This design comes from an exercise in tuning for small area, a short achievable clock period and few clock cycles on the open sky130 flow, not from production work. No activity file was given, so power comes from the tool's default toggle rates.

==> inputs of run a <==
## pot_oversample_ema_hysteresis_top
module pot_oversample_ema_hysteresis_top (
    input  logic                              clk,
    input  logic                              rst_n,
    input  logic                              in_valid,
    output logic                              in_ready,
    input  logic [14:0]                       in_req,
    output logic                              out_valid,
    input  logic                              out_ready,
    output logic [18:0]                       out_req,
    input  logic                              cfg_write,
    input  logic [pot_ema_pkg::CFG_IDX_W-1:0] cfg_index,
    input  logic [pot_ema_pkg::CFG_W-1:0]     cfg_data
);
==> flow/config.mk <==
export PLATFORM = sky130hd
export DESIGN_NAME = pot_oversample_ema_hysteresis_top
export DESIGN_NICKNAME = pot_oversample_ema_hysteresis_top
export VERILOG_FILES = /design/flow/design.v
export SDC_FILE = /design/flow/constraint.sdc
export NUM_CORES = 4
export LEC_CHECK = 0
export CAP_MARGIN = 20
export CORE_MARGIN = 2
export CORE_UTILIZATION = 65
export CTS_CLUSTER_DIAMETER = 100
export CTS_CLUSTER_SIZE = 30
export SLEW_MARGIN = 20
==> flow/constraint.sdc <==
create_clock -name core_clock -period 20.0 [get_ports {clk}]
set_input_delay 4.0000 -clock core_clock [delete_from_list [all_inputs] [get_ports {clk}]]
set_output_delay 4.0000 -clock core_clock [all_outputs]
set_load 0.01 [all_outputs]
standard.sh (not shown) runs the stock make flow with config.mk's settings and CLKGATE_MAP_FILE= SYNTH_SCRIPT=/design/flow/synth_recipe.tcl, a recipe that flattens the netlist after the stock synthesis.
==> flow/flow/run.sh <==
#!/bin/bash
set -euo pipefail
bash standard.sh finish "BUFFER_PORTS_ARGS=-buffer_cell sky130_fd_sc_hd__buf_2" SETUP_SLACK_MARGIN=15 > standard_flow.log 2>&1
==> run b: changes against run a <==
--- a/flow/design.v
+++ b/flow/design.v
@@ -89,41 +89,35 @@
     logic        rv;
     logic [2:0]  rch;
     logic [11:0] rx;
     logic        rdy_r;
     logic        cons;
     logic        acc;
     logic        rv_n;
+    logic [2:0]  rch_n;
     logic [2:0]  base_n;
     logic        cons_n;
-    logic        rv_h;
-    logic        cons_a, cons_h;
-    logic        rdy_a, rdy_h;
     assign acc    = in_valid && rdy_r;
     assign base_n = base + 3'd1;
-    assign rv_h   = rv && !cons;
-    assign cons_a = (in_req.channel == base_n);
-    assign cons_h = rv_h && (rch == base_n);
-    assign rdy_a  = !hold && cons_a;
-    assign rdy_h  = !hold && (!rv_h || cons_h);
-    assign rv_n   = acc || rv_h;
-    assign cons_n = acc ? cons_a : cons_h;
+    assign rv_n   = acc || (rv && !cons);
+    assign rch_n  = acc ? in_req.channel : rch;
+    assign cons_n = rv_n && (rch_n == base_n);
     always_ff @(posedge clk or negedge rst_n)
     begin
         if (!rst_n)
         begin
             rv    <= 1'b0;
             rdy_r <= 1'b0;
             cons  <= 1'b0;
             base  <= '0;
         end
         else
         begin
             rv    <= rv_n;
-            rdy_r <= acc ? rdy_a : rdy_h;
+            rdy_r <= !hold && (!rv_n || cons_n);
             cons  <= cons_n;
             base  <= base_n;
         end
     end
     always_ff @(posedge clk)
     begin
         if (acc)
@@ -139,40 +133,40 @@
     logic        dn0;
     logic [16:0] dh0;
     always_comb
     begin
         s0   = r_z[0] ? 16'd0 : r_s[0];
         n0   = r_z[0] ? 4'd0  : r_n[0];
         a0   = r_z[0] ? 24'd0 : r_a[0];
-        sum0 = s0 + 16'(rx & {12{cons}});
-        cnt0 = n0 + 4'(cons);
+        sum0 = s0 + 16'(rx);
+        cnt0 = n0 + 4'd1;
         dn0  = cons && (n0 == 4'd15);
         dh0  = {1'b0, s0} + 17'(rx) + {1'b1, ~a0[23:8]} + 17'(a0[7:0] == 8'd0);
     end
     logic [7:0]  dl1, w1, nw1;
     logic [24:0] d1;
     logic [23:0] x1, y1;
     logic        c1;
     assign dl1 = 8'd0 - r_a[1][7:0];
     assign d1  = {r_n[1][0], r_s[1], dl1};
-    assign w1  = cfg.smoothing_weight & {8{done1}};
+    assign w1  = cfg.smoothing_weight;
     assign nw1 = 8'd0 - w1;
     pot_ema_mac u_mac (
         .d  (d1),
         .w  (w1),
         .nw (nw1),
         .a  (r_a[1]),
         .x  (x1),
         .y  (y1),
         .c8 (c1)
     );
     logic [3:0]  e2;      
     logic        c2;
     logic [23:0] a2;
-    assign a2 = r_a[2] + ({e2, r_n[2], r_s[2]} & {24{done2}}) + 24'(c2);
+    assign a2 = r_a[2] + {e2, r_n[2], r_s[2]} + 24'(c2);
     logic [15:0] lvl3, l3;
     logic [17:0] up3, dn3;
     logic        rep3;
     always_comb
     begin
         lvl3 = r_a[3][23:8];
         l3   = r_l[3];
@@ -180,27 +174,27 @@
         dn3  = {2'b00, l3} + {2'b11, ~lvl3} + {2'b11, ~cfg.report_threshold} + 18'd1;
         rep3 = done3 && (r_f[3] || !up3[17] || !dn3[17]);
     end
     assign push    = rep3;
     assign push_ch = base - 3'd3;
     always_ff @(posedge clk)
     begin
-        r_s[1] <= dn0 ? dh0[15:0] : sum0;
-        r_n[1] <= dn0 ? {3'd0, dh0[16]} : cnt0;
+        r_s[1] <= dn0 ? dh0[15:0] : (cons ? sum0 : s0);
+        r_n[1] <= dn0 ? {3'd0, dh0[16]} : (cons ? cnt0 : n0);
         r_a[1] <= a0;
         r_l[1] <= r_l[0];
-        r_s[2] <= done1 ? x1[15:0]  : r_s[1];
-        r_n[2] <= done1 ? x1[19:16] : r_n[1];
-        r_a[2] <= y1;
+        r_s[2] <= done1 ? y1[15:0]  : r_s[1];
+        r_n[2] <= done1 ? y1[19:16] : r_n[1];
+        r_a[2] <= done1 ? x1        : r_a[1];
         r_l[2] <= r_l[1];
-        e2     <= x1[23:20];
+        e2     <= y1[23:20];
         c2     <= c1;
         r_s[3] <= done2 ? 16'd0 : r_s[2];
         r_n[3] <= done2 ? 4'd0  : r_n[2];
-        r_a[3] <= a2;
+        r_a[3] <= done2 ? a2    : r_a[2];
         r_l[3] <= r_l[2];
         r_s[4] <= r_s[3];
         r_n[4] <= r_n[3];
         r_a[4] <= r_a[3];
         r_l[4] <= rep3 ? lvl3 : r_l[3];
         for (int i = 5; i < NP; i++)
         begin
@@ -608,23 +602,17 @@
     logic [2:0] q_ch [8];
     logic [2:0] wp, rp;
     logic [3:0] cnt;
     logic [5:0] age;
     logic       valid_reg;
     logic       pop;
     pot_ema_pkg::out_t data_reg;
-    logic       ne, free;
-    logic [3:0] cnt_pop, cnt_hold;
-    assign ne       = (cnt != 4'd0);
-    assign free     = !valid_reg || out_ready;
-    assign pop      = ne && free;
-    assign cnt_hold = cnt + 4'(push);
-    assign cnt_pop  = cnt_hold - 4'd1;
-    assign rd_ch    = q_ch[rp];
-    assign hold     = age[5];
+    assign pop   = (cnt != 4'd0) && (!valid_reg || out_ready);
+    assign rd_ch = q_ch[rp];
+    assign hold  = age[5];
     always_ff @(posedge clk or negedge rst_n)
     begin
         if (!rst_n)
         begin
             wp        <= '0;
             rp        <= '0;
             cnt       <= '0;
@@ -633,21 +621,21 @@
         end
         else
         begin
             if (push)
                 wp <= wp + 3'd1;
             if (pop)
                 rp <= rp + 3'd1;
-            cnt <= pop ? cnt_pop : cnt_hold;
-            if (!ne)
+            cnt <= cnt + 4'(push) - 4'(pop);
+            if (cnt == 4'd0)
                 age <= '0;
             else if (!age[5])
                 age <= age + 6'd1;
-            if (free)
-                valid_reg <= ne;
+            if (!valid_reg || out_ready)
+                valid_reg <= pop;
         end
     end
     always_ff @(posedge clk)
     begin
         if (push)
             q_ch[wp] <= push_ch;
         if (pop)
==> flow/run.sh (new file) <==
#!/bin/bash
# synth_recipe.tcl (not shown) runs the flow's synth.tcl, then flattens the netlist and writes it again
# the make line also repeats each setting of config.mk as NAME=value (left out here)
make -C /OpenROAD-flow-scripts/flow DESIGN_CONFIG=/design/flow/config.mk WORK_HOME=/design/flow/orfs CLKGATE_MAP_FILE= SYNTH_SCRIPT=/design/flow/synth_recipe.tcl finish
Settings changed: CORE_UTILIZATION 65 to 80, CTS_CLUSTER_DIAMETER 100 to unset, CTS_CLUSTER_SIZE 30 to unset.
removed: flow/flow/run.sh
removed: flow/standard.sh
==> comparison table <==
Post-Layout Inst Area: run a 0.0279 mm²; run b 0.0296 mm²
Cell count of the worst reg-to-reg path: run a 14; run b 16
Combined flip-flop and latch cell area: run a 0.0131 mm²; run b 0.0131 mm²
Vias in the first global route: run a 16.3k; run b 19.1k
Met3 layer usage reported by global route: run a 5.46%; run b 8.97%
Final setup margin: run a 14.85 ns; run b 14.34 ns
Crit Path Class: run a reg2out; run b in2reg
End point of the critical path: run a out_req[2]; run b u_out.cnt[3]
Count of instances resized after the clock tree is built: run a 1; run b 0
Number of optimization iterations in the first detailed-route pass: run a 7; run b 6
Placement-stage worst setup slack: run a 14.52 ns; run b 13.78 ns
Switching pwr: run a 0.687 mW; run b 1.17 mW
Diodes inserted: run a 1; run b 2
Worst-path cell with the longest stage delay: run a edfxtp_1; run b clkdlybuf4s50_1
Count of placed standard cells in the final layout, fillers left out: run a 2826; run b 2824
Status: run a complete, no violations; run b complete, no violations
Crit path time final: run a 5.15 ns; run b 5.66 ns
Die X-Extent: run a 206 µm; run b 187 µm
Number of distinct standard cells referenced by the synthesized netlist: run a 79; run b 64
No functional check of the RTL was part of any run of this note.

re-timing with driven ports:
No port has a modelled driver above. Below, the same layouts with a new extraction and two added sets of constraints.
Step 1: set_driving_cell puts a clkbuf_16 on clk and a buf_2 on each other input, an assumption about the parent block.
Step 2 adds t to the input delays and takes it off the output delays; t is the mean of the earliest and latest rising clock arrival at the registers after step 1. Input paths then give back, and output paths get back, about the clock's delay inside the block.
Three values: no drivers, after step 1, after step 2; two values: the first two.
| run | shift t [ns] | slack for setup (ns) | clock arrival spread, ns | cell pins on the clock port's net |
|---|---|---|---|---|
| run a | 0.639 | 14.847 / 14.789 / 14.538 | 0.031 / 0.031 | 1 |
| run b | 0.657 | 14.343 / 14.302 / 13.715 | 0.013 / 0.013 | 1 |
After both steps every run listed still meets setup and hold. The setup slack of run b, which loses most, moves by -0.041 ns with the drivers and by -0.628 ns with both steps.
